From an optimization exercise on the open Yosys and OpenROAD flow, aimed at small area; shortcuts taken in it are not production practice.
Only simulation tests tie the RTL to the original design; equivalence was not proved.
Power is estimated from default activity; no workload was simulated. The flow treats the clock pin as an ideal source, which a real chip does not have.

`flow/run.sh`:
```
#!/bin/bash
# synth_recipe.tcl (not shown) runs the flow's synth.tcl, then flattens the netlist and writes it again
# the make line also repeats each setting of config.mk as NAME=value (left out here)
make -C /OpenROAD-flow-scripts/flow DESIGN_CONFIG=/design/flow/config.mk WORK_HOME=/design/flow/orfs CLKGATE_MAP_FILE= SYNTH_SCRIPT=/design/flow/synth_recipe.tcl finish
```
`flow/config.mk`:
```
export PLATFORM = sky130hd
export DESIGN_NAME = uart_dbg_top
export DESIGN_NICKNAME = uart_dbg_top
export VERILOG_FILES = /design/flow/design.v
export SDC_FILE = /design/flow/constraint.sdc
export NUM_CORES = 4
export LEC_CHECK = 0
export CAP_MARGIN = 20
export CORE_MARGIN = 2
export CORE_UTILIZATION = 40
export SLEW_MARGIN = 20
```
`flow/constraint.sdc`:
```
create_clock -name core_clock -period 10.0 [get_ports {clk}]
set_input_delay 2.0000 -clock core_clock [delete_from_list [all_inputs] [get_ports {clk}]]
set_output_delay 2.0000 -clock core_clock [all_outputs]
set_load 0.01 [all_outputs]
```
`flow/design.v`:
```
`timescale 1ns/1ps
`default_nettype none
module uart_dbg_top #(
  parameter int unsigned CLKS_PER_BIT = 16,
  parameter int unsigned MEM_AW       = 5
) (
  input  logic        clk,
  input  logic        rst_i,
  input  logic        uart_rx_i,
  output logic        uart_tx_o,
  output logic        exec_valid_o,
  output logic [63:0] exec_addr_o,
  input  logic        done_i,
  input  logic [31:0] exit_code_i
);
  logic [2:0] sync_q;
  logic [7:0] rc_q;
  logic [7:0] rxs_q;
  logic       rx_s, fall, rx_idle, rx_tick, rx_valid;
  logic [3:0] rx_k;
  assign rx_s     = sync_q[1];
  assign fall     = sync_q[2] & ~sync_q[1];
  assign rx_idle  = (rc_q == 8'd0);
  assign rx_tick  = (rc_q[3:0] == 4'd8);
  assign rx_k     = rc_q[7:4];
  assign rx_valid = rx_tick && (rx_k == 4'd9) && rx_s;
  always_ff @(posedge clk) begin
    if (rst_i) begin
      sync_q <= 3'b111;
      rc_q   <= 8'd0;
    end else begin
      sync_q <= {sync_q[1:0], uart_rx_i};
      if (rx_idle) begin
        rc_q <= {7'd0, fall};
      end else if (rx_tick && ((rx_k == 4'd0 && rx_s) || rx_k == 4'd9)) begin
        rc_q <= 8'd0;
      end else begin
        rc_q <= rc_q + 8'd1;
      end
    end
  end
  always_ff @(posedge clk) begin
    if (rx_tick && rx_k != 4'd0 && rx_k != 4'd9) begin
      rxs_q <= {rx_s, rxs_q[7:1]};
    end
  end
  logic [7:0] tc_q;
  logic       tx_idle, tx_valid, tx_accept;
  logic [3:0] tx_k;
  logic [55:0] e_q;
  assign tx_idle   = tc_q[7] & tc_q[5];
  assign tx_k      = tc_q[7:4];
  assign tx_accept = tx_valid & tx_idle;
  always_ff @(posedge clk) begin
    if (rst_i) begin
      tc_q <= 8'd160;
    end else if (tx_accept) begin
      tc_q <= 8'd0;
    end else if (!tx_idle) begin
      tc_q <= tc_q + 8'd1;
    end
  end
  always_comb begin
    case (tx_k)
      4'd0:    uart_tx_o = 1'b0;
      4'd1:    uart_tx_o = e_q[0];
      4'd2:    uart_tx_o = e_q[1];
      4'd3:    uart_tx_o = e_q[2];
      4'd4:    uart_tx_o = e_q[3];
      4'd5:    uart_tx_o = e_q[4];
      4'd6:    uart_tx_o = e_q[5];
      4'd7:    uart_tx_o = e_q[6];
      4'd8:    uart_tx_o = e_q[7];
      default: uart_tx_o = 1'b1;
    endcase
  end
  logic [15:0] ring_q [16];
  logic [3:0]  ph_q;
  logic        match, mem_wr;
  logic [4:0]  addr;
  logic [7:0]  ring_byte;
  assign addr      = e_q[36:32];
  assign match     = (ph_q == addr[4:1]);
  assign ring_byte = addr[0] ? ring_q[15][15:8] : ring_q[15][7:0];
  always_ff @(posedge clk) begin
    ph_q <= ph_q + 4'd1;
    for (int i = 1; i < 16; i++) ring_q[i] <= ring_q[i-1];
    if (mem_wr) begin
      ring_q[0] <= addr[0] ? {rxs_q, ring_q[15][7:0]} : {ring_q[15][15:8], rxs_q};
    end else begin
      ring_q[0] <= ring_q[15];
    end
  end
  typedef enum logic [2:0] {
    S_IDLE, S_HDR, S_ACK, S_WRITE, S_RD, S_LACK, S_LEOT, S_EOC
  } state_e;
  state_e      state_q;
  logic        is_x_q, is_w_q;
  logic [3:0]  cnt_q;
  logic [31:0] exit_q;
  logic        pend_q;
  logic        wpend_q;
  logic [15:0] len;
  logic        len_zero, len_one;
  logic        hdr_shift, hdr_last, rd_cap;
  logic [7:0]  tx_byte;
  assign len      = e_q[55:40];
  assign len_zero = (len == 16'd0);
  assign len_one  = (len == 16'd1);
  assign hdr_shift = (state_q == S_HDR) && rx_valid &&
                     (is_x_q ? (cnt_q < 4'd7) : (cnt_q == 4'd0 || cnt_q == 4'd8 || cnt_q == 4'd9));
  assign hdr_last  = is_x_q ? (cnt_q == 4'd7) : (cnt_q == 4'd15);
  assign mem_wr    = wpend_q && match;
  assign rd_cap    = (state_q == S_RD) && (tx_k == 4'd9) && match;
  assign tx_valid = (state_q == S_ACK) || (state_q == S_RD) || (state_q == S_LACK) ||
                    (state_q == S_LEOT) || (state_q == S_EOC);
  always_comb begin
    tx_byte = 8'h06;
    if (state_q == S_LEOT) tx_byte = 8'h04;
    if (state_q == S_EOC) begin
      case (cnt_q[2:0])
        3'd0:    tx_byte = 8'h14;
        3'd1:    tx_byte = exit_q[7:0];
        3'd2:    tx_byte = exit_q[15:8];
        3'd3:    tx_byte = exit_q[23:16];
        default: tx_byte = exit_q[31:24];
      endcase
    end
  end
  always_ff @(posedge clk) begin
    if (rst_i) begin
      state_q <= S_IDLE;
      pend_q  <= 1'b0;
    end else begin
      if (done_i && state_q != S_EOC) begin
        exit_q <= exit_code_i;
        pend_q <= 1'b1;
      end
      case (state_q)
        S_IDLE: begin
          if (rx_valid) begin
            if (rxs_q == 8'h06) begin
              state_q <= S_LACK;
            end else if (rxs_q == 8'h11 || rxs_q == 8'h12 || rxs_q == 8'h13) begin
              is_x_q  <= rxs_q[0] & rxs_q[1];
              is_w_q  <= rxs_q[1] & ~rxs_q[0];
              cnt_q   <= 4'd0;
              state_q <= S_HDR;
            end
          end else if (pend_q) begin
            pend_q  <= 1'b0;
            cnt_q   <= 4'd0;
            state_q <= S_EOC;
          end
        end
        S_HDR: begin
          if (rx_valid) begin
            cnt_q <= cnt_q + 4'd1;
            if (hdr_last) state_q <= S_ACK;
          end
        end
        S_ACK: begin
          if (is_x_q)        state_q <= S_IDLE;
          else if (len_zero) state_q <= S_LEOT;
          else if (is_w_q)   state_q <= S_WRITE;
          else               state_q <= S_RD;
        end
        S_WRITE: begin
          if (rx_valid && len_one) state_q <= S_LEOT;
        end
        S_RD: begin
          if (tx_accept && len_one) state_q <= S_LEOT;
        end
        S_LACK, S_LEOT: begin
          if (tx_accept) state_q <= S_IDLE;
        end
        default: begin
          if (tx_accept) begin
            if (cnt_q == 4'd4) state_q <= S_IDLE;
            else               cnt_q   <= cnt_q + 4'd1;
          end
        end
      endcase
    end
  end
  always_ff @(posedge clk) begin
    if (mem_wr) begin
      wpend_q <= 1'b0;
    end else if (state_q == S_WRITE && rx_valid) begin
      wpend_q <= 1'b1;
    end
  end
  always_ff @(posedge clk) begin
    if (hdr_shift) begin
      e_q <= {rxs_q, e_q[55:8]};
    end else begin
      if (!rst_i && ((state_q == S_WRITE && rx_valid) || (state_q == S_RD && tx_accept))) begin
        e_q[55:40] <= len - 16'd1;
      end
      if (mem_wr || (state_q == S_RD && tx_accept)) begin
        e_q[36:32] <= addr + 5'd1;
      end
      if (rd_cap) begin
        e_q[7:0] <= ring_byte;
      end else if (tx_accept && state_q != S_RD) begin
        e_q[7:0] <= tx_byte;
      end
    end
  end
  assign exec_valid_o = (state_q == S_ACK) && is_x_q;
  assign exec_addr_o  = {rxs_q, e_q};
endmodule
`default_nettype wire
```
==> flow_summary_export.csv, run 1 <==
group,metric,value,unit
clock_tree,clock_path_buffers,3,
detailed_routing,drc,0,
clock_tree,cts_setup_buffers,0,
pwr,seqPwrFrac,50.0,%
layout,area_delta_synth_final,23.3,%
die,die_w,172,um
die,start_util,40.7,%
sta,drv_slew,0,
worst_setup_path,end_kind,"output port",
place,place_ws,6.16,ns
job,drv_cap,0,
global_route,grt_pass1_wl,32300,um
worst_setup_path,cp.arrival,2.31,ns
detailed_routing,firstDrtPassIters,5,
clock_tree,clkTransAtPathRegs,0.07,ns
layout,antenna_cells,0,
synth,ys.flop_type,"dfxtp_1",
min_path,hp-class,"flop to flop",
synth,synthArstFlopShare,0,%
sta,hold_viol_final,0,
sta,period_needed,4.31,ns
detailed_routing,wl_per_cell,16.3,um
layout,design_area,14000,um^2
place,port_buffers,101,
clock_tree,insertion_delay,0.53,ns
pwr,p_leak,5.17,nW
die,dieArea,29700,um^2
clock_tree,postCtsHoldBufs,0,
worst_setup_path,cp_cell_sequence,"mux4_2, nor2_1, a31oi_1, nor2_1, a31oi_1, clkdlybuf4s50_1",
synth,synthesis.nets,813,
sta,setup_tns,0,ns
worst_setup_path,cp_data_required_time,8.00,ns
pwr,power.internal,2.81,mW
detailed_routing,wl,21000,um
synth,yosysTopAreaCellShare,50.2,%
synth,ys_warn_count,2,
synth,syn_area,11300,um^2
detailed_routing,vias,6038,
sta,worst_slew_pin_slew,1.03,ns
synth,avgSynthCellArea,14.8,um^2
worst_setup_path,start_kind,"flop",
pwr,pwr-share-comb,9.6,%
detailed_routing,avgViaCountPerCell,4.68,
global_route,grt.overflow.total,0,
synth,yosysMostFrequentCell,"dfxtp_1",
synth,ys_types,69,
layout,fillers,2355,
clock_tree,cts_sinks,386,
synth,ys_ff_latch,386,
layout,drive_above_1_share,11.8,%
sta,min_period_over_period,43.1,%
worst_setup_path,cpMaxStageDelayCell,"mux4_2",
clock_tree,cts_max_level,2,
sta,finalSetupViolCount,0,
pwr,p_clk_share,40.5,%
outcome,status,"timing/DRC/antenna clean",
worst_setup_path,max_stage_delay,0.53,ns
worst_setup_path,crit_fanout,7,
synth,synth-edff-count,102,
clock_tree,cts-root-buf,"clkbuf_16",
die,rows,61,
sta,rsz0062_at_grt,"no",
synth,ys_seq_area_share,77.2,%
global_route,grt_max_degree,56,
synth,synth_common_cells,"dfxtp_1, edfxtp_1, nor2_1",
die,die_h,172,um
place,place_area,12600,um^2
pwr,swShare,23.4,%
sta,clock_skew,0.0131,ns
pwr,ir_drop,0.132,mV
clock_tree,cts_resized,0,
die,core,27900,um^2
sta,fin_ws,5.69,ns
clock_tree,cts_tree,"yes",
global_route,grt_pass1_vias,5809,
pwr,p_switching,0.861,mW
clock_tree,cts_made_buffers,38,
global_route,grtUsageTotal,14.3,%
die,io_pins,102,
place,gp_congestion,0.815,
global_route,antenna_found_initial,0,
place,dp_hpwl,14100,um
layout,fin_nets,931,
detailed_routing,ant_nets,0,
synth,synthTopCellsByArea,"dfxtp_1, edfxtp_1, nor2_1",
worst_setup_path,crit_type,"flop to output port",
sta,fmax,232,MHz
sta,slew_headroom,31.5,%
pwr,pwr_density_cell,263,nW/um^2
detailed_routing,drt_iter0_drc,388,
synth,yosys.area.top_type,"dfxtp_1",
synth,synthCells,765,
==> worst paths after layout <==
check / startpoint / to / slack, ns / cells after the start
setup / recovery: tc_q[4] / uart_tx_o / 5.69 / 6
hold / removal: ring_q[9][2] / ring_q[10][2] / 0.32 / 0
setup reg to reg: cnt_q[0] / e_q[4] / 6.76 / 6
hold reg to reg: ring_q[9][2] / ring_q[10][2] / 0.32 / 0
==> power by group through the flow <==
stage | Clock, mW | Sequential [mW] | Combinational (mW)
floorplan | 0 | 1.83 | 0.268
global placement | 0 | 1.86 | 0.351
detailed placement | 0 | 1.87 | 0.352
CTS | 1.52 | 1.84 | 0.354
global route | 1.59 | 1.85 | 0.385
finish | 1.49 | 1.84 | 0.352
==> stage by stage <==
step,power (mW),std cells,hold slack (ns),util [%]
final,3.67,1291,0.321,50.2
after global routing,3.82,1291,0.327,50.2
after CTS,3.71,1291,0.321,50.2
after detailed placement,2.22,1221,0.312,45.3
after global placement,2.22,1221,0.310,45.3
after floorplan,2.09,765,0.310,-
==> cell usage in the layout, fill, tap and decap left out, drive strengths merged, types with 3 or more instances in the layout <==
master         instances
nor2                  62
nand2b                 3
nand3                 18
o21a                   6
a21oi                 35
nor3                  12
nor4                   9
or3                    8
clkdlybuf4s50        101
nand2                 27
nor3b                  3
nand4                  5
a222oi                 6
buf                    3
xnor2                 21
nor2b                  4
inv                   22
mux2i                  8
edfxtp               102
xor2                  13
ha                    12
o21ai                 11
bufinv                 4
clkbuf                52
mux2                  19
or2                    4
dfxtp                284
clkinv                 9
a31oi                  6
and3                   4
o221ai                 7
==> kinds of logic (layout without fill, tap and decap cells) <==
kind of cell               after synthesis  count (layout)  synth area share (%)
buffers and inverters                   44             192                  2.47
adders and majority gates               12              12                  1.33
DFF                                    386             386                  77.2
xor gates and xnor gates                34              34                  2.63
and+or+nand+nor                        171             171                  8.07
muxes                                   28              28                  2.79
AOI/OAI and AO/OA                       90              90                  5.48
==> worst max-delay path, delay by kind of cell, from the launching register on <==
family | cells | cell delay (ns)
AO/OA/AOI/OAI | 2 | 0.10
buffers and inverters | 1 | 0.49
flip-flops | 1 | 0.47
multiplexers | 1 | 0.53
AND/OR/NAND/NOR | 2 | 0.20
==> layout make-up <==
| class | instances | area [um^2] | area share [%] |
|---|---|---|---|
| clock buffers | 52 | 1130 | 8.08 |
| inverters | 18 | 67.6 | 0.484 |
| well taps | 378 | 473 | 3.39 |
| multi-input cells | 335 | 2310 | 16.5 |
| repair buffers | 104 | 1030 | 7.40 |
| clock inverters | 18 | 214 | 1.53 |
| flip-flops and latches | 386 | 8750 | 62.6 |
==> layer usage <==
layer  routed length [um]  global-route usage, %
met1                 9360                   19.0
met2                 9760                   22.9
met3                 1340                   3.57
met4                  546                   5.19
met5                    0                      0
==> state kept, by name, summed over array words and instances, names as in the netlist, 3 cells and up <==
signal / cells
ph_q: 4
e_q: 56
state_q: 3
rc_q: 8
tc_q: 8
ring_q: 256
rxs_q: 8
sync_q: 3
exit_q: 32
cnt_q: 4
==> inputs of run 2 (changes only) <==
--- a/flow/design.v
+++ b/flow/design.v
@@ -16,7 +16,8 @@
   logic [2:0] sync_q;
   logic [7:0] rc_q;
   logic [7:0] rxs_q;
-  logic       rx_s, fall, rx_idle, rx_tick, rx_valid;
+  logic       rx_s, fall, rx_idle, rx_tick, rx_valid, rx_shift;
+  logic       hp_q, hs_q;
   logic [3:0] rx_k;
   assign rx_s     = sync_q[1];
   assign fall     = sync_q[2] & ~sync_q[1];
@@ -39,8 +40,9 @@
       end
     end
   end
-  always_ff @(posedge clk) begin
-    if (rx_tick && rx_k != 4'd0 && rx_k != 4'd9) begin
+  assign rx_shift = rx_tick && rx_k != 4'd0 && rx_k != 4'd9;
+  always_ff @(posedge clk) begin
+    if (rx_shift || hs_q) begin
       rxs_q <= {rx_s, rxs_q[7:1]};
     end
   end
@@ -102,6 +104,7 @@
   logic        wpend_q;
   logic [15:0] len;
   logic        len_zero, len_one;
+  logic        dp_q, act_q, bw_q, len_ev, ph_last;
   logic        hdr_shift, hdr_last, rd_cap;
   logic [7:0]  tx_byte;
   assign len      = e_q[55:40];
@@ -191,20 +194,38 @@
     end
   end
   always_ff @(posedge clk) begin
-    if (hdr_shift) begin
-      e_q <= {rxs_q, e_q[55:8]};
-    end else begin
-      if (!rst_i && ((state_q == S_WRITE && rx_valid) || (state_q == S_RD && tx_accept))) begin
-        e_q[55:40] <= len - 16'd1;
-      end
-      if (mem_wr || (state_q == S_RD && tx_accept)) begin
-        e_q[36:32] <= addr + 5'd1;
-      end
-      if (rd_cap) begin
-        e_q[7:0] <= ring_byte;
-      end else if (tx_accept && state_q != S_RD) begin
-        e_q[7:0] <= tx_byte;
-      end
+    if (ph_q[2:0] == 3'd7) hs_q <= hp_q;
+    if (hdr_shift)                hp_q <= 1'b1;
+    else if (ph_q[2:0] == 3'd7)   hp_q <= 1'b0;
+  end
+  assign ph_last = (ph_q == 4'd15);
+  assign len_ev  = (state_q == S_WRITE && rx_valid) || (state_q == S_RD && tx_accept);
+  always_ff @(posedge clk) begin
+    if (ph_last) act_q <= dp_q;
+    if (len_ev)       dp_q <= 1'b1;
+    else if (ph_last) dp_q <= 1'b0;
+    bw_q <= ph_last | (bw_q & ~e_q[40]);
+  end
+  always_ff @(posedge clk) begin
+    if (hs_q || act_q) begin
+      e_q[55]    <= act_q ? (e_q[40] ^ bw_q) : rxs_q[0];
+      e_q[54:40] <= e_q[55:41];
+    end
+    if (hs_q) begin
+      e_q[39:37] <= e_q[40:38];
+      e_q[31:8]  <= e_q[32:9];
+    end
+    if (hs_q) begin
+      e_q[36:32] <= e_q[37:33];
+    end else if (mem_wr || (state_q == S_RD && tx_accept)) begin
+      e_q[36:32] <= addr + 5'd1;
+    end
+    if (hs_q) begin
+      e_q[7:0] <= e_q[8:1];
+    end else if (rd_cap) begin
+      e_q[7:0] <= ring_byte;
+    end else if (tx_accept && state_q != S_RD) begin
+      e_q[7:0] <= tx_byte;
     end
   end
   assign exec_valid_o = (state_q == S_ACK) && is_x_q;
==> flow/flow/run.sh (new file) <==
#!/bin/bash
set -euo pipefail
bash standard.sh synth > synth.log 2>&1
export BUFFER_PORTS_ARGS="-buffer_cell sky130_fd_sc_hd__buf_1"
export CTS_ARGS="-sink_clustering_enable -repair_clock_nets -dont_use_dummy_load -buf_list {sky130_fd_sc_hd__clkbuf_8} -root_buf sky130_fd_sc_hd__clkbuf_8 -sink_clustering_size 20 -sink_clustering_max_diameter 60"
export RECOVER_POWER=100
bash standard.sh finish > finish.log 2>&1
==> flow/standard.sh (new file) <==
#!/bin/bash
# synth_recipe.tcl (not shown) runs the flow's synth.tcl, then flattens the netlist and writes it again
# the make line also repeats each setting of config.mk as NAME=value (left out here)
make -C /OpenROAD-flow-scripts/flow DESIGN_CONFIG=/design/flow/config.mk WORK_HOME=/design/flow/orfs CLKGATE_MAP_FILE= SYNTH_SCRIPT=/design/flow/synth_recipe.tcl "${@:-finish}"
--- a/flow/config.mk
+++ b/flow/config.mk
@@ -7,5 +7,5 @@
 export LEC_CHECK = 0
 export CAP_MARGIN = 20
 export CORE_MARGIN = 2
-export CORE_UTILIZATION = 40
+export CORE_UTILIZATION = 65
 export SLEW_MARGIN = 20
removed: flow/run.sh
==> run 2 against run 1 <==
Now fails the layout checks on max-capacitance violations, max-slew violations. Via count decreased by 8.4%. Sequential share of layout area increased by 12 points. Flip-flop and latch count is 5 higher. Synthesized cell count is 8.4% lower. Largest cell class unchanged. Highest routed layer unchanged.
==> flow_summary_export.csv, run 2 <==
group,metric,value,unit
sta,fmax,249,MHz
sta,period_needed,4.01,ns
synth,yosysTopAreaCellShare,52.6,%
global_route,antenna_found_initial,0,
worst_setup_path,cp_data_required_time,8.00,ns
synth,yosys.area.top_type,"dfxtp_1",
detailed_routing,wl_per_cell,17.3,um
sta,clock_skew,0.0460,ns
clock_tree,clock_path_buffers,3,
pwr,p_switching,0.584,mW
clock_tree,cts_made_buffers,23,
sta,fin_ws,5.99,ns
clock_tree,cts_tree,"yes",
synth,synthTopCellsByArea,"dfxtp_1, edfxtp_1, mux2_2",
die,io_pins,102,
die,rows,47,
die,die_h,134,um
clock_tree,postCtsHoldBufs,0,
detailed_routing,avgViaCountPerCell,5.36,
synth,ys_types,57,
die,start_util,66.1,%
die,die_w,134,um
sta,slew_headroom,-51.8,%
global_route,grt_pass1_wl,28400,um
global_route,grt_max_degree,47,
die,core,16500,um^2
layout,drive_above_1_share,5.43,%
pwr,pwr-share-comb,7.9,%
layout,antenna_cells,0,
place,place_ws,6.53,ns
synth,avgSynthCellArea,15.6,um^2
clock_tree,cts_max_level,1,
clock_tree,insertion_delay,0.55,ns
worst_setup_path,end_kind,"output port",
clock_tree,cts_sinks,391,
place,dp_hpwl,12100,um
layout,largest_register,"ring_q",
sta,rsz0062_at_grt,"no",
synth,synthesis.nets,749,
pwr,p_clk_share,24.7,%
pwr,swShare,23.0,%
synth,ys.flop_type,"dfxtp_1",
worst_setup_path,reg2reg_slack,6.67,ns
worst_setup_path,cp_common_cell,"nor2_1",
layout,final_cells,1031,
sta,worst_slew_pin_slew,2.28,ns
clock_tree,clkTransAtPathRegs,0.11,ns
job,drv_cap,2,
sta,drv_slew,80,
synth,ys_warn_count,2,
place,port_buffers,101,
min_path,hp-class,"flop to flop",
global_route,grt.overflow.total,0,
outcome,violations,"max-capacitance violations, max-slew violations",
outcome,status,"failed layout checks",
layout,final_common_cell,"dfxtp_1",
layout,top_regs,"ring_q: 256 flops, e_q: 56 flops, exit_q: 32 flops",
detailed_routing,drt_iter0_drc,460,
worst_setup_path,cp_cell_sequence,"mux4_2, nor2_1, a31oi_1, nor2_1, a21oi_1, buf_1",
layout,largest_reg_flops,256,
synth,synth-edff-count,104,
detailed_routing,firstDrtPassIters,6,
sta,setup_tns,0,ns
pwr,pwr_density_cell,214,nW/um^2
place,dp.cells,1008,
die,dieArea,17900,um^2
layout,area_delta_synth_final,8.37,%
worst_setup_path,cp.arrival,2.01,ns
pwr,power.total,2.54,mW
worst_setup_path,crit_fanout,7,
worst_setup_path,start_kind,"flop",
pwr,seqPwrFrac,67.4,%
worst_setup_path,max_stage_delay,0.56,ns
global_route,grt_pass1_vias,5376,
synth,synthArstFlopShare,0,%
synth,syn_area,10900,um^2
pwr,power.internal,1.95,mW
detailed_routing,wl,17800,um
worst_setup_path,crit_type,"flop to output port",
synth,ys_seq_area_share,81.2,%
synth,yosysMostFrequentCell,"dfxtp_1",
pwr,ir_drop,0.167,mV
synth,synthCells,701,
clock_tree,cts-root-buf,"clkbuf_8",
worst_setup_path,cpMaxStageDelayCell,"mux4_2",
clock_tree,cts_setup_buffers,0,
clock_tree,cts_resized,0,
layout,final_util,71.7,%
pwr,p_leak,4.44,nW
detailed_routing,ant_nets,0,
layout,layout_common_cells,"dfxtp_1, edfxtp_1, buf_1, nor2_1, nand2_1",
detailed_routing,drc,0,
sta,finalSetupViolCount,0,
synth,synth_common_cells,"dfxtp_1, edfxtp_1, nor2_1",
sta,min_period_over_period,40.1,%
layout,fin_nets,861,
place,gp_congestion,0.861,
global_route,grtUsageTotal,20.1,%
sta,hold_viol_final,0,
detailed_routing,vias,5530,
synth,ys_ff_latch,391,
-- run 2: cell count changes in the layout (fill, tap and decap cells not counted), sizes merged, moves of 7 or more --
cell,before,now
a21oi,35,21
xnor2,21,6
clkinv,9,0
nor3,12,5
clkbuf,52,26
nor2,62,30
buf,3,100
clkdlybuf4s50,101,0
-- run 2: final timing paths --
path,start,to,depth (start not counted)
hold / removal,ring_q[11][7],ring_q[12][7],0
setup reg to reg,hs_q,e_q[43],2
hold reg to reg,ring_q[11][7],ring_q[12][7],0
setup / recovery,tc_q[4],uart_tx_o,6
-- run 2: power groups by stage --
stage	registers, mW	logic, mW	clock network [mW]
2_1_floorplan	1.72	0.167	0
3_3_place_gp	1.74	0.196	0
3_5_place_dp	1.74	0.199	0
4_1_cts	1.71	0.200	0.644
5_1_grt	1.72	0.226	0.694
6_report	1.71	0.201	0.627
-- run 2: through the flow --
stage	hold slack, ns	area (um^2)
after floorplan	0.310	10900
after global placement	0.310	11500
after detailed placement	0.312	11500
after CTS	0.318	11800
after global routing	0.329	11800
final	0.318	11800
-- run 2: critical path: cells and delay by family (launching register included) --
family,cells,cell delay [ns]
muxes,1,0.56
DFF,1,0.51
and+or+nand+nor,2,0.21
buffers and inverters,1,0.13
AOI/OAI and AO/OA,2,0.10
-- run 2: logic make-up (layout without fill, tap and decap cells) --
group / count (synthesis) / in the layout / synth area share, %
AOI/OAI and AO/OA: 83 / 83 / 5.10
xor gates and xnor gates: 21 / 21 / 1.68
adders and majority gates: 12 / 12 / 1.37
buffers and inverters: 35 / 145 / 1.26
DFF: 391 / 391 / 81.2
muxes: 29 / 29 / 2.99
and+or+nand+nor: 130 / 130 / 6.44
-- run 2: final cells by class --
| type | count | area [um^2] |
|---|---|---|
| Clock buffer | 23 | 317 |
| Sequential cell | 391 | 8870 |
| Multi-Input combinational cell | 275 | 1920 |
| Tap cell | 220 | 275 |
| Timing Repair Buffer | 103 | 387 |
| Inverter | 19 | 71.3 |
| Fill cell | 1074 | 4680 |
-- run 2: metal layers --
metal  wire length, um  part of all wire [%]  vias up  track usage [%]
li1                  -                     -     2665                -
met1              8030                    45     2662             28.5
met2              8480                    48      166             32.8
met3               905                   5.1       37             3.27
met4               376                   2.1        0             5.44
met5                 0                     0        -                0
==> inputs of run 3 (changes only) <==
==> flow/flow/run.sh (replaced) <==
#!/bin/bash
set -euo pipefail
bash standard.sh synth > synth.log 2>&1
export BUFFER_PORTS_ARGS="-buffer_cell sky130_fd_sc_hd__buf_1"
export CTS_ARGS="-sink_clustering_enable -repair_clock_nets -dont_use_dummy_load -buf_list {sky130_fd_sc_hd__clkbuf_8} -root_buf sky130_fd_sc_hd__clkbuf_8 -sink_clustering_size 20 -sink_clustering_max_diameter 60"
bash standard.sh finish > finish.log 2>&1
==> run 3 against run 2 <==
The run now finishes clean. Fmax increased by 0.23%. Non-clock buffer count is the same. Core utilization barely moved. Clock power barely moved. Cell area about the same. Hold slack gained 0.0015 ns.
==> flow_summary_export.csv, run 3 <==
group,metric,value,unit
outcome,status,"timing/DRC/antenna clean",
pwr,pwr_density_cell,214,nW/um^2
place,port_buffers,101,
sta,whs,0.319,ns
global_route,grt_pass1_wl,28400,um
synth,ys_warn_count,2,
detailed_routing,wl_met2,8510,um
worst_setup_path,crit_fanout,7,
sta,rsz0062_at_grt,"no",
detailed_routing,wl_per_cell,17.3,um
sta,finalSetupViolCount,0,
detailed_routing,drc,0,
clock_tree,cts_sinks,391,
synth,synth-edff-count,104,
global_route,grtUsageTotal,20.1,%
min_path,hold_path_depth,0,
clock_tree,insertion_delay,0.55,ns
worst_setup_path,cp.arrival,2.00,ns
worst_setup_path,crit_type,"flop to output port",
global_route,grt.overflow.total,0,
synth,synthTopCellsByArea,"dfxtp_1, edfxtp_1, mux2_2",
worst_setup_path,cp_data_required_time,8.00,ns
clock_tree,cts_tree,"yes",
layout,area_delta_synth_final,8.44,%
layout,antenna_cells,0,
die,start_util,66.1,%
sta,worst_slew_pin_slew,0.792,ns
detailed_routing,avgViaCountPerCell,5.36,
layout,fin_nets,861,
synth,ys.flop_type,"dfxtp_1",
worst_setup_path,worstReg2RegStart,"state_q[2]",
die,io_pins,102,
layout,top_regs,"ring_q: 256 flops, e_q: 56 flops, exit_q: 32 flops",
synth,ys_types,57,
synth,syn_area,10900,um^2
pwr,p_leak,4.44,nW
clock_tree,postCtsHoldBufs,0,
clock_tree,cts_max_level,1,
worst_setup_path,reg2reg_slack,7.34,ns
worst_setup_path,start_kind,"flop",
sta,clock_skew,0.0438,ns
detailed_routing,vias,5525,
worst_setup_path,reg2reg_depth,5,
die,dieArea,17900,um^2
min_path,worstHoldStart,"ring_q[11][7]",
layout,final_common_cell,"dfxtp_1",
global_route,antenna_found_initial,0,
global_route,grt_pass1_vias,5376,
worst_setup_path,end_kind,"output port",
pwr,ir_drop,0.167,mV
synth,yosysMostFrequentCell,"dfxtp_1",
clock_tree,clkTransAtPathRegs,0.11,ns
sta,period_needed,4.00,ns
sta,fin_ws,6.00,ns
detailed_routing,m1WireLength,8070,um
die,die_w,134,um
detailed_routing,ant_nets,0,
detailed_routing,wl_met3,945,um
min_path,hp-class,"flop to flop",
clock_tree,cts-root-buf,"clkbuf_8",
sta,hold_viol_final,0,
synth,yosys.area.top_type,"dfxtp_1",
die,core,16500,um^2
layout,layout_common_cells,"dfxtp_1, edfxtp_1, buf_1, nor2_1, nand2_1",
die,rows,47,
place,dp_hpwl,12100,um
sta,min_period_over_period,40.0,%
layout,largest_register,"ring_q",
layout,drive_above_1_share,7.27,%
job,drv_cap,0,
synth,synthArstFlopShare,0,%
synth,yosysTopAreaCellShare,52.6,%
synth,ys_seq_area_share,81.2,%
global_route,grt_max_degree,47,
min_path,hold-path-endpoint,"ring_q[12][7]",
die,die_h,134,um
clock_tree,clock_path_buffers,3,
layout,largest_reg_flops,256,
synth,avgSynthCellArea,15.6,um^2
detailed_routing,highest_layer,"met4",
clock_tree,cts_setup_buffers,0,
worst_setup_path,r2r-end,"cnt_q[0]",
detailed_routing,wl,17900,um
synth,synthCells,701,
place,gp_congestion,0.861,
clock_tree,cts_resized,0,
synth,synthesis.nets,749,
place,place_ws,6.53,ns
layout,final_util,71.7,%
clock_tree,cts_made_buffers,23,
detailed_routing,firstDrtPassIters,7,
synth,ys_ff_latch,391,
sta,fmax,250,MHz
sta,setup_tns,0,ns
sta,drv_slew,0,
sta,slew_headroom,46.8,%
synth,synth_common_cells,"dfxtp_1, edfxtp_1, nor2_1",
detailed_routing,drt_iter0_drc,454,
## run 3: metrics by stage
step / area, um^2 / std cells / total power [mW]
floorplan: 10900 / 701 / 1.88
global placement: 11500 / 1008 / 1.94
detailed placement: 11500 / 1008 / 1.94
CTS: 11800 / 1031 / 2.55
global route: 11800 / 1031 / 2.64
finish: 11800 / 1031 / 2.54
## run 3: area by class of cell
cell class	instances	area (um^2)
sequential	391	8870
fill	1074	4680
multi-input combinational	275	1920
timing repair buffer	103	394
clock buffer	23	317
tap	220	275
inverter	19	71.3
## run 3: cells by family (layout without fill, tap and decap cells)
family,Yosys count,after routing,share of synthesized area (%)
DFF,391,391,81.2
and+or+nand+nor,130,130,6.44
adders and majority gates,12,12,1.37
xor gates and xnor gates,21,21,1.68
muxes,29,29,2.99
AOI/OAI and AO/OA,83,83,5.10
buffers and inverters,35,145,1.26
## run 3: layer usage
metal / track usage [%] / vias to the layer above
li1: - / 2668
met1: 28.5 / 2653
met2: 32.8 / 173
met3: 3.27 / 31
met4: 5.44 / 0
met5: 0 / -
## run 3: report_power, final
group          leakage (nW)  switching [mW]  total [mW]  internal (mW)
Sequential             3.33          0.0454        1.71           1.66
Clock                 0.165           0.418       0.626          0.209
Combinational         0.938           0.122       0.201         0.0798
## run 3: worst max path at each step
stage / cells past startpoint / startpoint / slack [ns] / to
floorplan: 2 / rst_i / 6.02 / exit_q[0]
global placement: 6 / tc_q[4] / 6.60 / uart_tx_o
detailed placement: 6 / tc_q[4] / 6.53 / uart_tx_o
CTS: 6 / tc_q[4] / 5.97 / uart_tx_o
global route: 6 / tc_q[4] / 5.84 / uart_tx_o
finish: 6 / tc_q[4] / 6.00 / uart_tx_o
## run 3: critical path, cell delays in order, from the launching register on
cell     delay [ns]
dfxtp_1        0.51
mux4_2         0.55
nor2_1         0.10
a31oi_1        0.05
nor2_1         0.10
a21oi_1        0.05
buf_1          0.13
==> inputs of run 4 (changes only) <==
==> flow/flow/run.sh (replaced) <==
#!/bin/bash
set -euo pipefail
bash standard.sh synth > synth.log 2>&1
export BUFFER_PORTS_ARGS="-buffer_cell sky130_fd_sc_hd__buf_1"
export CTS_ARGS="-sink_clustering_enable -repair_clock_nets -dont_use_dummy_load -buf_list {sky130_fd_sc_hd__clkbuf_16} -root_buf sky130_fd_sc_hd__clkbuf_16 -sink_clustering_size 36 -sink_clustering_max_diameter 80"
bash standard.sh finish > finish.log 2>&1
==> run 4 against run 3 <==
Non-clock buffer count unchanged. Die area unchanged. First-iteration DRC count grew 6.2%. Highest routed layer unchanged.
==> flow_summary_export.csv, run 4 <==
group,metric,value,unit
pwr,pwr_density_cell,219,nW/um^2
synth,yosysTopAreaCellShare,52.6,%
detailed_routing,wl_per_cell,17.9,um
detailed_routing,firstDrtPassIters,7,
clock_tree,cts_tree,"yes",
die,core,16500,um^2
global_route,grt_max_degree,47,
synth,synth_common_cells,"dfxtp_1, edfxtp_1, nor2_1",
synth,ys_types,57,
pwr,ir_drop,0.181,mV
worst_setup_path,crit_type,"flop to output port",
die,io_pins,102,
sta,fmax,249,MHz
pwr,power.internal,2.02,mW
layout,largest_reg_flops,256,
place,port_buffers,101,
global_route,grt_pass1_wl,29100,um
synth,yosysMostFrequentCell,"dfxtp_1",
global_route,grt_pass1_vias,5386,
detailed_routing,vias,5482,
outcome,status,"timing/DRC/antenna clean",
place,dp_hpwl,12100,um
worst_setup_path,crit_fanout,7,
layout,fillers,1054,
pwr,seqPwrFrac,65.6,%
worst_setup_path,end_kind,"output port",
worst_setup_path,cp.arrival,2.02,ns
layout,largest_register,"ring_q",
global_route,antenna_found_initial,0,
layout,drive_above_1_share,6.35,%
synth,avgSynthCellArea,15.6,um^2
pwr,p_switching,0.591,mW
clock_tree,clock_path_buffers,3,
sta,drv_slew,0,
die,dieArea,17900,um^2
worst_setup_path,cp_num_buf_inv,1,
clock_tree,cts_max_level,1,
worst_setup_path,cp_common_cell,"nor2_1",
global_route,grtUsageTotal,20.8,%
detailed_routing,ant_nets,0,
sta,slew_headroom,47.2,%
clock_tree,cts-root-buf,"clkbuf_16",
layout,top_regs,"ring_q: 256 flops, e_q: 56 flops, exit_q: 32 flops",
synth,synthArstFlopShare,0,%
clock_tree,cts_made_buffers,15,
synth,yosys.area.top_type,"dfxtp_1",
die,rows,47,
pwr,swShare,22.6,%
worst_setup_path,cp_cell_sequence,"mux4_2, nor2_1, a31oi_1, nor2_1, a21oi_1, buf_1",
sta,period_needed,4.02,ns
synth,ys_ff_latch,391,
worst_setup_path,max_stage_delay,0.56,ns
job,drv_cap,0,
min_path,hp-class,"flop to flop",
synth,ys_seq_area_share,81.2,%
detailed_routing,wl,18400,um
synth,synthesis.nets,749,
place,gp_congestion,0.861,
sta,setup_tns,0,ns
sta,hold_viol_final,0,
clock_tree,clkTransAtPathRegs,0.12,ns
synth,syn_area,10900,um^2
sta,min_period_over_period,40.2,%
layout,antenna_cells,0,
clock_tree,cts_sinks,391,
clock_tree,postCtsHoldBufs,0,
layout,design_area,11900,um^2
global_route,grt.overflow.total,0,
detailed_routing,drc,0,
sta,rsz0062_at_grt,"no",
worst_setup_path,cpMaxStageDelayCell,"mux4_2",
sta,clock_skew,0.0376,ns
layout,final_common_cell,"dfxtp_1",
detailed_routing,avgViaCountPerCell,5.36,
sta,worst_slew_pin_slew,0.786,ns
place,place_area,11500,um^2
synth,ys.flop_type,"dfxtp_1",
pwr,p_clk_share,26.7,%
clock_tree,insertion_delay,0.51,ns
die,start_util,66.1,%
synth,synthTopCellsByArea,"dfxtp_1, edfxtp_1, mux2_2",
layout,fin_nets,853,
clock_tree,cts_resized,0,
pwr,p_leak,4.46,nW
synth,synth-edff-count,104,
layout,final_util,72.1,%
pwr,pwr-share-comb,7.8,%
detailed_routing,drt_iter0_drc,482,
worst_setup_path,start_kind,"flop",
worst_setup_path,critPathTopFamily,"multiplexers",
layout,area_delta_synth_final,8.98,%
worst_setup_path,cp_data_required_time,8.00,ns
die,die_h,134,um
synth,ys_warn_count,2,
layout,layout_common_cells,"dfxtp_1, edfxtp_1, buf_1, nor2_1, nand2_1",
die,die_w,134,um
clock_tree,cts_setup_buffers,0,
sta,finalSetupViolCount,0,
synth,synthCells,701,
-- run 4: logic make-up after synthesis --
group                      count (synthesis)  synth area share (%)
DFF                                      391                  81.2
and+or+nand+nor                          130                  6.44
AOI/OAI and AO/OA                         83                  5.10
buffers and inverters                     35                  1.26
muxes                                     29                  2.99
xor gates and xnor gates                  21                  1.68
adders and majority gates                 12                  1.37
-- run 4: per-layer routing --
layer | global-route usage [%] | wire, um | vias to the layer above
met1 | 29.5 | 8310 | 2633
li1 | - | - | 2652
met5 | 0 | 0 | -
met3 | 3.12 | 911 | 32
met2 | 34.0 | 8730 | 165
met4 | 5.85 | 404 | 0
-- run 4: worst paths after layout --
check	slack [ns]	depth (start not counted)	start	to
worst max-delay path	5.98	6	tc_q[4]	uart_tx_o
worst max register to register	7.34	5	state_q[2]	cnt_q[1]
worst min-delay path	0.30	0	ring_q[7][15]	ring_q[8][15]
worst min register to register	0.30	0	ring_q[7][15]	ring_q[8][15]
-- run 4: cell type report --
cell class              count  area (um^2)  share of cell area, %
multi-input cells         275         1920                   16.1
clock buffers              15          375                   3.15
well taps                 220          275                   2.31
inverters                  19         71.3                  0.599
flip-flops and latches    391         8870                   74.5
repair buffers            103          394                   3.31
-- run 4: worst register-to-register path: cells and delay by family (launching register included) --
kind,cells,cell delay (ns)
AND/OR/NAND/NOR,1,0.45
AO/OA/AOI/OAI,4,1.18
flip-flops,1,0.66
-- run 4: stage by stage --
stage,cells,setup WS (ns),hold slack (ns),power (mW)
2_1_floorplan,701,6.02,0.310,1.88
3_3_place_gp,1008,6.60,0.310,1.94
3_5_place_dp,1008,6.53,0.312,1.94
4_1_cts,1023,5.96,0.303,2.62
5_1_grt,1023,5.81,0.304,2.70
6_report,1023,5.98,0.296,2.61
-- run 4: power groups by stage --
stage	logic [mW]	clock network [mW]	registers, mW
after floorplan	0.167	0	1.72
after global placement	0.196	0	1.74
after detailed placement	0.199	0	1.74
after CTS	0.200	0.708	1.71
after global routing	0.226	0.759	1.72
final	0.202	0.696	1.71
==> inputs of run 5 (changes only) <==
==> flow/flow/run.sh (replaced) <==
#!/bin/bash
set -euo pipefail
bash standard.sh synth > synth.log 2>&1
export BUFFER_PORTS_ARGS="-buffer_cell sky130_fd_sc_hd__buf_1"
export CTS_ARGS="-sink_clustering_enable -repair_clock_nets -dont_use_dummy_load -buf_list {sky130_fd_sc_hd__clkbuf_8} -root_buf sky130_fd_sc_hd__clkbuf_8 -sink_clustering_size 24 -sink_clustering_max_diameter 35"
bash standard.sh finish > finish.log 2>&1
--- a/flow/config.mk
+++ b/flow/config.mk
@@ -7,5 +7,5 @@
 export LEC_CHECK = 0
 export CAP_MARGIN = 20
 export CORE_MARGIN = 2
-export CORE_UTILIZATION = 65
+export CORE_UTILIZATION = 80
 export SLEW_MARGIN = 20
==> run 5 against run 4 <==
Synthesized area unchanged. Hold slack improved by 0.013 ns. Critical path type unchanged. Via count rose by 27%. Largest cell class unchanged. Flip-flop and latch count unchanged. Power rose by 7.6%. Worst setup slack got worse by 0.41 ns. Die area shrank 18%. Combinational power is 27% higher. Still clean. First-iteration DRC count rose to 3.4 times the previous value. Cell area is 0.66% higher. Clock skew grew 0.014 ns.
==> flow_summary_export.csv, run 5 <==
group,metric,value,unit
clock_tree,clkTransAtPathRegs,0.10,ns
layout,final_common_cell,"dfxtp_1",
synth,synth-edff-count,104,
global_route,grtUsageTotal,44.1,%
worst_setup_path,cpMaxStageDelayCell,"mux4_2",
min_path,hp-class,"flop to flop",
pwr,pwr_density_cell,234,nW/um^2
worst_setup_path,start_kind,"flop",
synth,yosysMostFrequentCell,"dfxtp_1",
place,port_buffers,101,
detailed_routing,ant_nets,0,
place,gp_congestion,0.824,
sta,fin_ws,5.57,ns
synth,ys.flop_type,"dfxtp_1",
layout,antenna_cells,0,
die,dieArea,14600,um^2
detailed_routing,avgViaCountPerCell,6.97,
sta,hold_viol_final,0,
place,dp_hpwl,17800,um
pwr,p_switching,0.728,mW
synth,ys_ff_latch,391,
layout,layout_common_cells,"dfxtp_1, edfxtp_1, buf_1, clkbuf_8, nor2_1",
worst_setup_path,end_kind,"output port",
pwr,pwr-share-comb,9.1,%
sta,slew_headroom,20.6,%
place,place_area,11500,um^2
global_route,grt_pass1_vias,6916,
die,core,13300,um^2
die,die_h,121,um
clock_tree,cts_setup_buffers,0,
global_route,antenna_found_initial,1,
clock_tree,cts_resized,0,
layout,largest_register,"ring_q",
layout,fin_nets,875,
synth,ys_seq_area_share,81.2,%
clock_tree,clock_path_buffers,3,
global_route,grt.overflow.total,0,
detailed_routing,vias,6975,
worst_setup_path,cp_data_required_time,8.00,ns
worst_setup_path,cp_common_cell,"nor2_1",
layout,area_delta_synth_final,9.70,%
worst_setup_path,cp.arrival,2.43,ns
sta,min_period_over_period,44.3,%
sta,fmax,226,MHz
global_route,grt_pass1_wl,45100,um
sta,finalSetupViolCount,0,
sta,period_needed,4.43,ns
synth,syn_area,10900,um^2
layout,fillers,378,
min_path,hold_path_depth,0,
synth,ys_warn_count,2,
detailed_routing,wl_per_cell,30.7,um
synth,synthesis.nets,749,
detailed_routing,drc,0,
detailed_routing,drt_iter0_drc,1642,
synth,yosys.area.top_type,"dfxtp_1",
clock_tree,postCtsHoldBufs,0,
synth,yosysTopAreaCellShare,52.6,%
synth,synthArstFlopShare,0,%
die,rows,42,
sta,setup_tns,0,ns
die,start_util,82.2,%
detailed_routing,firstDrtPassIters,7,
layout,top_regs,"ring_q: 256 flops, e_q: 56 flops, exit_q: 32 flops",
pwr,power.internal,2.08,mW
outcome,status,"timing/DRC/antenna clean",
place,place_ws,6.45,ns
detailed_routing,wl,30700,um
synth,ys_types,57,
sta,whs,0.308,ns
clock_tree,cts_made_buffers,37,
worst_setup_path,crit_fanout,7,
die,die_w,121,um
sta,worst_slew_pin_slew,1.19,ns
clock_tree,insertion_delay,0.56,ns
sta,drv_slew,0,
pwr,ir_drop,0.227,mV
pwr,p_leak,4.54,nW
layout,largest_reg_flops,256,
worst_setup_path,max_stage_delay,0.67,ns
clock_tree,cts_max_level,2,
die,io_pins,102,
pwr,p_clk_share,29.4,%
job,drv_cap,0,
synth,avgSynthCellArea,15.6,um^2
synth,synth_common_cells,"dfxtp_1, edfxtp_1, nor2_1",
clock_tree,cts-root-buf,"clkbuf_8",
layout,design_area,12000,um^2
global_route,grt_max_degree,50,
sta,rsz0062_at_grt,"no",
worst_setup_path,cp_cell_sequence,"mux4_2, nor2_1, a31oi_1, nor2_1, a21oi_1, buf_1",
synth,synthTopCellsByArea,"dfxtp_1, edfxtp_1, mux2_2",
worst_setup_path,crit_type,"flop to output port",
pwr,seqPwrFrac,61.5,%
clock_tree,cts_sinks,391,
layout,drive_above_1_share,8.85,%
worst_setup_path,reg2reg_depth,6,
synth,synthCells,701,
pwr,swShare,25.9,%
sta,clock_skew,0.0520,ns
clock_tree,cts_tree,"yes",
## run 5: layout make-up
type	instances	area, um^2	share of cell area (%)
clock buffer	37	509	4.25
inverter	19	71.3	0.595
multi-input combinational	275	1920	16.0
sequential	391	8870	74.0
tap	176	220	1.84
timing repair buffer	103	394	3.29
## run 5: cell families after synthesis
kind of cell,Yosys count,share of synthesized area [%]
xor+xnor,21,1.68
mux,29,2.99
buf+inv,35,1.26
simple gates,130,6.44
fa+ha+maj,12,1.37
flops,391,81.2
compound gates,83,5.10
## run 5: worst max-delay path, delay by kind of cell (launching register included)
family	cells	cell delay, ns
muxes	1	0.67
DFF	1	0.56
and+or+nand+nor	2	0.31
AOI/OAI and AO/OA	2	0.19
buffers and inverters	1	0.17
## run 5: final timing paths
| check | from | to | slack, ns |
|---|---|---|---|
| max | tc_q[4] | uart_tx_o | 5.57 |
| min | ring_q[5][8] | ring_q[6][8] | 0.31 |
| max reg2reg | cnt_q[2] | e_q[4] | 6.53 |
| min reg2reg | ring_q[5][8] | ring_q[6][8] | 0.31 |
## run 5: metrics by stage
step | utilization [%] | total power [mW] | instances
6_report | 90.2 | 2.81 | 1001
5_1_grt | 90.2 | 2.86 | 1001
4_1_cts | 90.2 | 2.77 | 1001
3_5_place_dp | 86.3 | 1.97 | 964
3_3_place_gp | 86.3 | 1.94 | 964
2_1_floorplan | - | 1.88 | 701
## run 5: layer usage
| layer | wire length (um) | vias to the layer above | global-route usage, % |
|---|---|---|---|
| met3 | 4250 | 242 | 16.8 |
| met4 | 2690 | 0 | 29.6 |
| met5 | 0 | - | 0 |
| met1 | 9600 | 3209 | 51.9 |
| li1 | - | 2683 | - |
| met2 | 14200 | 841 | 67.7 |
## run 5: power by group through the flow
| stage | Combinational [mW] | Sequential [mW] | Clock (mW) |
|---|---|---|---|
| final | 0.256 | 1.73 | 0.824 |
| after global routing | 0.265 | 1.73 | 0.870 |
| after CTS | 0.234 | 1.72 | 0.821 |
| after detailed placement | 0.215 | 1.75 | 0 |
| after global placement | 0.194 | 1.74 | 0 |
| after floorplan | 0.167 | 1.72 | 0 |
==> inputs of run 6 (changes only) <==
==> flow/flow/run.sh (replaced) <==
#!/bin/bash
set -euo pipefail
bash standard.sh synth > synth.log 2>&1
export BUFFER_PORTS_ARGS="-buffer_cell sky130_fd_sc_hd__buf_1"
export CTS_ARGS="-sink_clustering_enable -repair_clock_nets -dont_use_dummy_load -buf_list {sky130_fd_sc_hd__clkbuf_8} -root_buf sky130_fd_sc_hd__clkbuf_8 -sink_clustering_size 22 -sink_clustering_max_diameter 40"
bash standard.sh finish > finish.log 2>&1
--- a/flow/config.mk
+++ b/flow/config.mk
@@ -7,5 +7,5 @@
 export LEC_CHECK = 0
 export CAP_MARGIN = 20
 export CORE_MARGIN = 2
-export CORE_UTILIZATION = 80
+export CORE_UTILIZATION = 75
 export SLEW_MARGIN = 20
==> run 6 against run 5 <==
Hold slack worse by 0.049 ns. Via count is 16% lower. Non-clock buffer count stayed put. Clock power is 13% lower. Fmax is 10% higher. Global-route usage is 16 points lower. First-iteration DRC count is 65% lower. Sequential share of layout area is 0.45 points higher. Register-to-register slack better by 0.66 ns. Core utilization is 7.2 points lower. Cell area is 0.61% lower. Largest cell class unchanged.
==> flow_summary_export.csv, run 6 <==
group,metric,value,unit
synth,synthTopCellsByArea,"dfxtp_1, edfxtp_1, mux2_2",
clock_tree,cts_setup_buffers,0,
worst_setup_path,cp_data_required_time,8.00,ns
layout,antenna_cells,0,
synth,yosys.area.top_type,"dfxtp_1",
layout,drive_above_1_share,8.18,%
clock_tree,clkTransAtPathRegs,0.11,ns
place,place_area,11500,um^2
sta,clock_skew,0.0735,ns
pwr,p_switching,0.620,mW
pwr,seqPwrFrac,64.8,%
clock_tree,cts_made_buffers,31,
pwr,p_clk_share,27.2,%
clock_tree,clock_path_buffers,3,
worst_setup_path,cp_cell_sequence,"mux4_2, nor2_1, a31oi_1, nor2_1, a21oi_1, buf_1",
die,die_w,125,um
synth,ys_seq_area_share,81.2,%
detailed_routing,wl_per_cell,21.3,um
place,dp_hpwl,13200,um
layout,final_common_cell,"dfxtp_1",
synth,yosysTopAreaCellShare,52.6,%
sta,period_needed,4.02,ns
synth,ys.flop_type,"dfxtp_1",
die,io_pins,102,
layout,seqCellArea,8870,um^2
pwr,power.total,2.64,mW
worst_setup_path,worstReg2RegStart,"state_q[2]",
global_route,grt_max_degree,50,
die,die_h,125,um
die,core,14400,um^2
global_route,grt_pass1_wl,33200,um
pwr,ir_drop,0.236,mV
clock_tree,cts_max_level,1,
layout,largest_register,"ring_q",
synth,synth-edff-count,104,
worst_setup_path,start_kind,"flop",
synth,ys_warn_count,2,
pwr,pwr-share-comb,8.0,%
layout,fillers,623,
global_route,grt_pass1_vias,5990,
sta,fmax,249,MHz
sta,finalSetupViolCount,0,
place,place_ws,6.54,ns
sta,hold_viol_final,0,
worst_setup_path,end_kind,"output port",
worst_setup_path,cp_num_buf_inv,1,
clock_tree,cts_sinks,391,
global_route,antenna_found_initial,1,
worst_setup_path,startpoint,"tc_q[4]",
sta,setup_tns,0,ns
worst_setup_path,critPathTopFamily,"multiplexers",
die,start_util,76.0,%
sta,rsz0062_at_grt,"no",
layout,fin_nets,869,
sta,drv_slew,0,
detailed_routing,drt_iter0_drc,567,
layout,design_area,11900,um^2
global_route,grtUsageTotal,27.7,%
detailed_routing,ant_nets,0,
layout,area_delta_synth_final,9.03,%
outcome,status,"timing/DRC/antenna clean",
sta,slew_headroom,42.2,%
clock_tree,cts-root-buf,"clkbuf_8",
pwr,power.internal,2.02,mW
clock_tree,postCtsHoldBufs,0,
layout,top_regs,"ring_q: 256 flops, e_q: 56 flops, exit_q: 32 flops",
detailed_routing,vias,5862,
min_path,worstHoldStart,"ring_q[7][4]",
pwr,swShare,23.5,%
synth,syn_area,10900,um^2
worst_setup_path,cpMaxStageDelayCell,"mux4_2",
detailed_routing,firstDrtPassIters,7,
detailed_routing,drc,0,
job,drv_cap,0,
clock_tree,cts_resized,0,
synth,yosysMostFrequentCell,"dfxtp_1",
place,port_buffers,101,
global_route,gr-max-usage-layer,"met2",
synth,avgSynthCellArea,15.6,um^2
worst_setup_path,crit_type,"flop to output port",
detailed_routing,avgViaCountPerCell,5.84,
sta,min_period_over_period,40.2,%
sta,fin_ws,5.98,ns
layout,multi_input_area,1920,um^2
clock_tree,insertion_delay,0.60,ns
pwr,p_leak,4.49,nW
synth,synthesis.nets,749,
global_route,grt.overflow.total,0,
worst_setup_path,cp.arrival,2.02,ns
global_route,use_met2,46.8,%
synth,ys_types,57,
die,dieArea,15600,um^2
global_route,grtUsageMet3,5.33,%
pwr,pwr_density_cell,222,nW/um^2
place,gp_congestion,0.823,
die,rows,44,
worst_setup_path,reg2reg_slack,7.19,ns
synth,synthArstFlopShare,0,%
min_path,hp-class,"flop to flop",
global_route,grt_use_met1,36.4,%
layout,layout_common_cells,"dfxtp_1, edfxtp_1, buf_1, clkbuf_8, nor2_1",
clock_tree,cts_tree,"yes",
worst_setup_path,max_stage_delay,0.53,ns
worst_setup_path,crit_fanout,7,
synth,ys_ff_latch,391,
synth,synth_common_cells,"dfxtp_1, edfxtp_1, nor2_1",
layout,largest_reg_flops,256,
sta,worst_slew_pin_slew,0.860,ns
detailed_routing,wl,21300,um
synth,synthCells,701,
worst_setup_path,cp_common_cell,"nor2_1",
## run 6: cell families (layout without fill, tap and decap cells)
kind of cell / Yosys count / count (layout) / synth area share (%)
xor+xnor: 21 / 21 / 1.68
simple gates: 130 / 130 / 6.44
flops: 391 / 391 / 81.2
mux: 29 / 29 / 2.99
fa+ha+maj: 12 / 12 / 1.37
buf+inv: 35 / 153 / 1.26
compound gates: 83 / 83 / 5.10
## run 6: path summary, 6_finish.rpt
| check | end | depth (start not counted) |
|---|---|---|
| min reg2reg | ring_q[8][4] | 0 |
| max | uart_tx_o | 6 |
| max reg2reg | cnt_q[0] | 5 |
| min | ring_q[8][4] | 0 |
## run 6: per-layer routing
layer / wire [um] / part of all wire, % / vias up
met1: 8540 / 40 / 2860
met2: 10600 / 50 / 253
met4: 774 / 3.6 / 2
met3: 1390 / 6.5 / 69
li1: - / - / 2678
met5: 13 / 0.061 / -
## run 6: final cells by class
| class | instances | share of cell area, % |
|---|---|---|
| repair buffers | 103 | 3.31 |
| multi-input cells | 275 | 16.1 |
| inverters | 19 | 0.599 |
| flip-flops and latches | 391 | 74.4 |
| clock buffers | 31 | 3.58 |
| well taps | 184 | 1.93 |
## run 6: worst reg2reg max path, cell delays in order (launching register included)
cell	delay, ns
dfxtp_1	0.62
nand3_1	0.52
a31oi_1	0.40
a21oi_1	0.12
o21bai_1	0.18
a211oi_1	0.60
## run 6: power by group through the flow
stage / Combinational [mW] / Clock, mW / Sequential (mW)
floorplan: 0.167 / 0 / 1.72
global placement: 0.193 / 0 / 1.74
detailed placement: 0.201 / 0 / 1.75
CTS: 0.206 / 0.727 / 1.71
global route: 0.228 / 0.779 / 1.72
finish: 0.210 / 0.718 / 1.71
## run 6: metrics by stage
step	utilization (%)	std cells	hold slack [ns]
6_report	82.9	1003	0.259
4_1_cts	82.9	1003	0.259
2_1_floorplan	-	701	0.310
3_3_place_gp	79.9	972	0.310
5_1_grt	82.9	1003	0.252
3_5_place_dp	79.9	972	0.312

==> separate check: timing with driven ports <==
Ports are ideal in the flow. The routed layouts listed here were re-timed in OpenROAD.
Step 1 assumes that a clkbuf_16 drives the clock port and a buf_2 every other input.
Step 2 times the ports against the registers' clock, not the clock port: input delays grow and output delays shrink by t, the midpoint of the rising clock arrivals with the driver on.
a / b / c = no drivers / after step 1 / after step 2; a / b = the first two.
run | t (ns) | slack for setup (ns) | hold WS [ns] | worst slew at a driven data input, ns
run 1 | 0.564 | 5.687 / 5.643 / 6.099 | 0.321 / 0.321 / 0.321 | 0.07
run 2 | 0.567 | 5.991 / 5.954 / 5.842 | 0.318 / 0.318 / 0.318 | 0.04
run 3 | 0.566 | 6.000 / 5.963 / 6.529 | 0.319 / 0.319 / 0.319 | 0.05
run 4 | 0.538 | 5.977 / 5.932 / 6.470 | 0.296 / 0.296 / 0.296 | 0.05
run 5 | 0.576 | 5.571 / 5.533 / 6.109 | 0.308 / 0.308 / 0.308 | 0.06
run 6 | 0.606 | 5.983 / 5.946 / 6.552 | 0.259 / 0.259 / 0.259 | 0.06
The setup slack of run 2, which loses most, moves by -0.037 ns with the drivers and by -0.149 ns with both steps.
